Context: an optimization exercise on an open-source flow, tuned for small area. The choices shown serve that exercise and are no tape-out recipe. Function was checked by simulation only, so behaviour that the tests miss may differ from the original. Power is estimated from default activity; no workload was simulated.

Setup of run E:
==> flow/design.v <==
package csr_index_pkg;
    parameter int INDEX_WIDTH   = 32;
    parameter int ADDRESS_WIDTH = 32;
    parameter int SHIFT_WIDTH   = 5;
    typedef logic [INDEX_WIDTH-1:0]   index_t;
    typedef logic [ADDRESS_WIDTH-1:0] address_t;
    typedef logic [SHIFT_WIDTH-1:0]   shift_t;
    typedef enum logic [3:0] {
        RESET       = 4'd0,
        IDLE        = 4'd1,
        SETUP       = 4'd2,
        START       = 4'd3,
        BUSY        = 4'd4,
        BUSY_TRANS  = 4'd5,
        PAUSE_TRANS = 4'd6,
        PAUSE       = 4'd7,
        DONE        = 4'd8
    } sequencer_state_t;
endpackage
`timescale 1ns/1ns
module csr_index_sequencer
(
    input  logic   ap_clk,
    input  logic   areset_generator,
    input  logic   config_valid,
    input  csr_index_pkg::index_t config_index_start,
    input  csr_index_pkg::index_t config_index_end,
    input  csr_index_pkg::index_t config_stride,
    input  logic   prog_full,
    output logic   config_accept,
    output logic   idle,
    output logic   done,
    output logic   gen_valid,
    output csr_index_pkg::index_t gen_index
);
    csr_index_pkg::sequencer_state_t state;
    csr_index_pkg::sequencer_state_t next_state;
    csr_index_pkg::index_t end_reg;
    csr_index_pkg::index_t stride_reg;
    logic [csr_index_pkg::INDEX_WIDTH:0] count;
    logic                 end_hit;
    assign config_accept = config_valid && (state == csr_index_pkg::IDLE);
    always_ff @(posedge ap_clk) begin
        if (config_accept) begin
            end_reg    <= config_index_end;
            stride_reg <= config_stride;
        end
    end
    always_ff @(posedge ap_clk) begin
        if (areset_generator) begin
            state <= csr_index_pkg::RESET;
        end else begin
            state <= next_state;
        end
    end
    always_comb begin
        next_state = state;
        case (state)
            csr_index_pkg::RESET:       next_state = csr_index_pkg::IDLE;
            csr_index_pkg::IDLE:        if (config_accept) next_state = csr_index_pkg::SETUP;
            csr_index_pkg::SETUP:       next_state = csr_index_pkg::START;
            csr_index_pkg::START:       next_state = csr_index_pkg::BUSY;
            csr_index_pkg::BUSY: begin
                if (end_hit) begin
                    next_state = csr_index_pkg::DONE;
                end else if (prog_full) begin
                    next_state = csr_index_pkg::PAUSE_TRANS;
                end
            end
            csr_index_pkg::PAUSE_TRANS: next_state = csr_index_pkg::PAUSE;
            csr_index_pkg::PAUSE:       if (!prog_full) next_state = csr_index_pkg::BUSY_TRANS;
            csr_index_pkg::BUSY_TRANS:  next_state = csr_index_pkg::BUSY;
            csr_index_pkg::DONE:        next_state = csr_index_pkg::IDLE;
            default:                    next_state = csr_index_pkg::RESET;
        endcase
    end
    assign end_hit = count >= {1'b0, end_reg};
    always_ff @(posedge ap_clk) begin
        if (config_accept) begin
            count <= {1'b0, config_index_start};
        end else if (gen_valid) begin
            count <= count + {1'b0, stride_reg};
        end
    end
    assign gen_valid = (state == csr_index_pkg::BUSY) && !end_hit;
    assign gen_index = count[csr_index_pkg::INDEX_WIDTH-1:0];
    assign idle = (state == csr_index_pkg::IDLE);
    assign done = (state == csr_index_pkg::DONE);
endmodule
`timescale 1ns/1ns
module csr_address_map
(
    input  logic     ap_clk,
    input  logic     config_accept,
    input  csr_index_pkg::address_t config_base_address,
    input  csr_index_pkg::shift_t   config_shift_amount,
    input  logic     config_shift_left,
    input  csr_index_pkg::index_t   gen_index,
    output csr_index_pkg::address_t gen_address
);
    csr_index_pkg::address_t base_address;
    csr_index_pkg::shift_t   shift_amount;
    logic     shift_left;
    csr_index_pkg::address_t offset;
    always_ff @(posedge ap_clk) begin
        if (config_accept) begin
            base_address <= config_base_address;
            shift_amount <= config_shift_amount;
            shift_left   <= config_shift_left;
        end
    end
    csr_index_pkg::address_t shift_in;
    csr_index_pkg::address_t shift_out;
    always_comb begin
        for (int i = 0; i < csr_index_pkg::ADDRESS_WIDTH; i++) begin
            shift_in[i] = shift_left ? gen_index[csr_index_pkg::ADDRESS_WIDTH-1-i] : gen_index[i];
        end
        shift_out = shift_in >> shift_amount;
        for (int i = 0; i < csr_index_pkg::ADDRESS_WIDTH; i++) begin
            offset[i] = shift_left ? shift_out[csr_index_pkg::ADDRESS_WIDTH-1-i] : shift_out[i];
        end
    end
    assign gen_address = base_address + offset;
endmodule
`timescale 1ns/1ns
module request_fifo
#(
    parameter int DEPTH       = 10,
    parameter int PROG_THRESH = 8
) (
    input  logic     ap_clk,
    input  logic     areset_generator,
    input  logic     wr_en,
    input  csr_index_pkg::index_t   wr_index,
    input  csr_index_pkg::address_t wr_address,
    input  logic     pop_ready,
    output logic     request_valid,
    output csr_index_pkg::index_t   request_index,
    output csr_index_pkg::address_t request_address,
    output logic     prog_full
);
    localparam int PTR_WIDTH = $clog2(DEPTH);
    csr_index_pkg::index_t   index_mem   [DEPTH];
    csr_index_pkg::address_t address_mem [DEPTH];
    logic [PTR_WIDTH-1:0] wr_ptr;
    logic [DEPTH-1:0]     rd_ptr;    
    logic [PTR_WIDTH-1:0] count;
    logic                 pending;
    logic                 rd_en;
    assign rd_en = request_valid && pop_ready;
    always_ff @(posedge ap_clk) begin
        if (wr_en) begin
            index_mem[wr_ptr]   <= wr_index;
            address_mem[wr_ptr] <= wr_address;
        end
    end
    always_ff @(posedge ap_clk) begin
        if (areset_generator) begin
            wr_ptr  <= '0;
            rd_ptr  <= DEPTH'(1);
            count   <= '0;
            pending <= 1'b0;
        end else begin
            pending <= wr_en;
            if (wr_en) begin
                wr_ptr <= (wr_ptr == PTR_WIDTH'(DEPTH - 1)) ? '0 : wr_ptr + 1'b1;
            end
            if (rd_en) begin
                rd_ptr <= {rd_ptr[DEPTH-2:0], rd_ptr[DEPTH-1]};
            end
            if (pending && !rd_en) begin
                count <= count + 1'b1;
            end else if (rd_en && !pending) begin
                count <= count - 1'b1;
            end
        end
    end
    assign request_valid   = count != '0;
    always_comb begin
        request_index   = '0;
        request_address = '0;
        for (int i = 0; i < DEPTH; i++) begin
            if (rd_ptr[i]) begin
                request_index   = request_index   | index_mem[i];
                request_address = request_address | address_mem[i];
            end
        end
    end
    assign prog_full       = count >= PTR_WIDTH'(PROG_THRESH);
endmodule
`timescale 1ns/1ns
module csr_index_generator
(
    input  logic     ap_clk,
    input  logic     areset_generator,
    input  logic     config_valid,
    input  csr_index_pkg::index_t   config_index_start,
    input  csr_index_pkg::index_t   config_index_end,
    input  csr_index_pkg::index_t   config_stride,
    input  csr_index_pkg::address_t config_base_address,
    input  csr_index_pkg::shift_t   config_shift_amount,
    input  logic     config_shift_left,
    input  logic     request_ready,
    output logic     idle,
    output logic     done,
    output logic     request_valid,
    output csr_index_pkg::index_t   request_index,
    output csr_index_pkg::address_t request_address
);
    logic     config_accept;
    logic     gen_valid;
    csr_index_pkg::index_t   gen_index;
    csr_index_pkg::address_t gen_address;
    logic     prog_full;
    csr_index_sequencer i_csr_index_sequencer (
        .ap_clk             (ap_clk),
        .areset_generator   (areset_generator),
        .config_valid       (config_valid),
        .config_index_start (config_index_start),
        .config_index_end   (config_index_end),
        .config_stride      (config_stride),
        .prog_full          (prog_full),
        .config_accept      (config_accept),
        .idle               (idle),
        .done               (done),
        .gen_valid          (gen_valid),
        .gen_index          (gen_index)
    );
    csr_address_map i_csr_address_map (
        .ap_clk              (ap_clk),
        .config_accept       (config_accept),
        .config_base_address (config_base_address),
        .config_shift_amount (config_shift_amount),
        .config_shift_left   (config_shift_left),
        .gen_index           (gen_index),
        .gen_address         (gen_address)
    );
    request_fifo i_request_fifo (
        .ap_clk           (ap_clk),
        .areset_generator (areset_generator),
        .wr_en            (gen_valid),
        .wr_index         (gen_index),
        .wr_address       (gen_address),
        .pop_ready        (request_ready),
        .request_valid    (request_valid),
        .request_index    (request_index),
        .request_address  (request_address),
        .prog_full        (prog_full)
    );
endmodule
Settings: LEC_CHECK=0, CAP_MARGIN=20, CORE_MARGIN=2, CORE_UTILIZATION=55, CTS_BUF_LIST=sky130_fd_sc_hd__clkbuf_16, CTS_CLUSTER_DIAMETER=80, CTS_CLUSTER_SIZE=28, SLEW_MARGIN=20; clock period 10.0 ns.
standard.sh (not shown) runs the stock make flow with config.mk's settings and CLKGATE_MAP_FILE= SYNTH_SCRIPT=/design/flow/synth_recipe.tcl, a recipe that flattens the netlist after the stock synthesis.
==> flow/flow/run.sh <==
#!/bin/bash
# Standard ORFS layout with a minimum-size buffer on every port and a clock
# tree built without dummy balancing loads.
set -e
cd "$(dirname "$0")/.."
export BUFFER_PORTS_ARGS="-buffer_cell sky130_fd_sc_hd__buf_1"
export CTS_ARGS="-sink_clustering_enable -repair_clock_nets -dont_use_dummy_load -buf_list sky130_fd_sc_hd__clkbuf_16 -sink_clustering_size 28 -sink_clustering_max_diameter 80"
bash standard.sh > standard.log 2>&1
Run E | status: complete | timing, DRC, antenna: pass
Relative to run E, the following input files were edited for run D:
diff --git a/flow/design.v b/flow/design.v
--- a/flow/design.v
+++ b/flow/design.v
@@ -75,11 +75,24 @@
         endcase
     end
     assign end_hit = count >= {1'b0, end_reg};
+    localparam int RIPPLE = 16;
+    logic [csr_index_pkg::INDEX_WIDTH:0] count_next;
+    logic                                ripple_carry;
+    always_comb begin
+        ripple_carry = 1'b0;
+        for (int i = 0; i < RIPPLE; i++) begin
+            count_next[i] = count[i] ^ stride_reg[i] ^ ripple_carry;
+            ripple_carry  = (count[i] & stride_reg[i]) | (ripple_carry & (count[i] ^ stride_reg[i]));
+        end
+        count_next[csr_index_pkg::INDEX_WIDTH:RIPPLE] = count[csr_index_pkg::INDEX_WIDTH:RIPPLE]
+            + {1'b0, stride_reg[csr_index_pkg::INDEX_WIDTH-1:RIPPLE]}
+            + (csr_index_pkg::INDEX_WIDTH + 1 - RIPPLE)'(ripple_carry);
+    end
     always_ff @(posedge ap_clk) begin
         if (config_accept) begin
             count <= {1'b0, config_index_start};
         end else if (gen_valid) begin
-            count <= count + {1'b0, stride_reg};
+            count <= count_next;
         end
     end
     assign gen_valid = (state == csr_index_pkg::BUSY) && !end_hit;
@@ -120,7 +133,18 @@
             offset[i] = shift_left ? shift_out[csr_index_pkg::ADDRESS_WIDTH-1-i] : shift_out[i];
         end
     end
-    assign gen_address = base_address + offset;
+    localparam int RIPPLE = 8;
+    logic ripple_carry;
+    always_comb begin
+        ripple_carry = 1'b0;
+        for (int i = 0; i < RIPPLE; i++) begin
+            gen_address[i] = base_address[i] ^ offset[i] ^ ripple_carry;
+            ripple_carry   = (base_address[i] & offset[i]) | (ripple_carry & (base_address[i] ^ offset[i]));
+        end
+        gen_address[csr_index_pkg::ADDRESS_WIDTH-1:RIPPLE] = base_address[csr_index_pkg::ADDRESS_WIDTH-1:RIPPLE]
+            + offset[csr_index_pkg::ADDRESS_WIDTH-1:RIPPLE]
+            + (csr_index_pkg::ADDRESS_WIDTH - RIPPLE)'(ripple_carry);
+    end
 endmodule
 `timescale 1ns/1ns
 module request_fifo
Notes after the runs:
- Comparing run D with run E, the synthesis-to-finish area growth came out essentially unchanged.
- Logic depth of the worst setup path including buffers for run D is higher than for run E.
- Run D vs run E: portion of total power attributed to the clock network down
- Wire length of the first global-routing pass (higher): run D
- Run D vs. run E: die area fell by about 2%; met2 track demand over resource in global routing rose by 1.1 points.
- Comparing run E and run D, the lower finished layout cell area is on run D.
- In the tables for run E and run D, proportion of power drawn by combinational gates reads lower with run E.
- Relative to run E, run D degrades power.

separate check: timing with driven ports:
The flow's constraints put no driver on any port. The routed layouts listed below were extracted and timed again, unchanged, in two steps.
Step 1 assumes that a clkbuf_16 drives the clock port and a buf_2 every other input.
Step 2 adds t to the input delays and takes it off the output delays; t is the mean of the earliest and latest rising clock arrival at the registers after step 1. Input paths then give back, and output paths get back, about the clock's delay inside the block.
Slacks: no drivers / after step 1 / after step 2; pairs: no drivers / after step 1.
run	t (ns)	slack for setup (ns)	worst setup path after step 2	cell pins on the clock port's net
run E	0.643	3.984 / 3.984 / 3.984	register to register	1
run D	0.637	0.923 / 0.923 / 0.923	register to register	1
After both steps setup and hold are still met in every run listed.
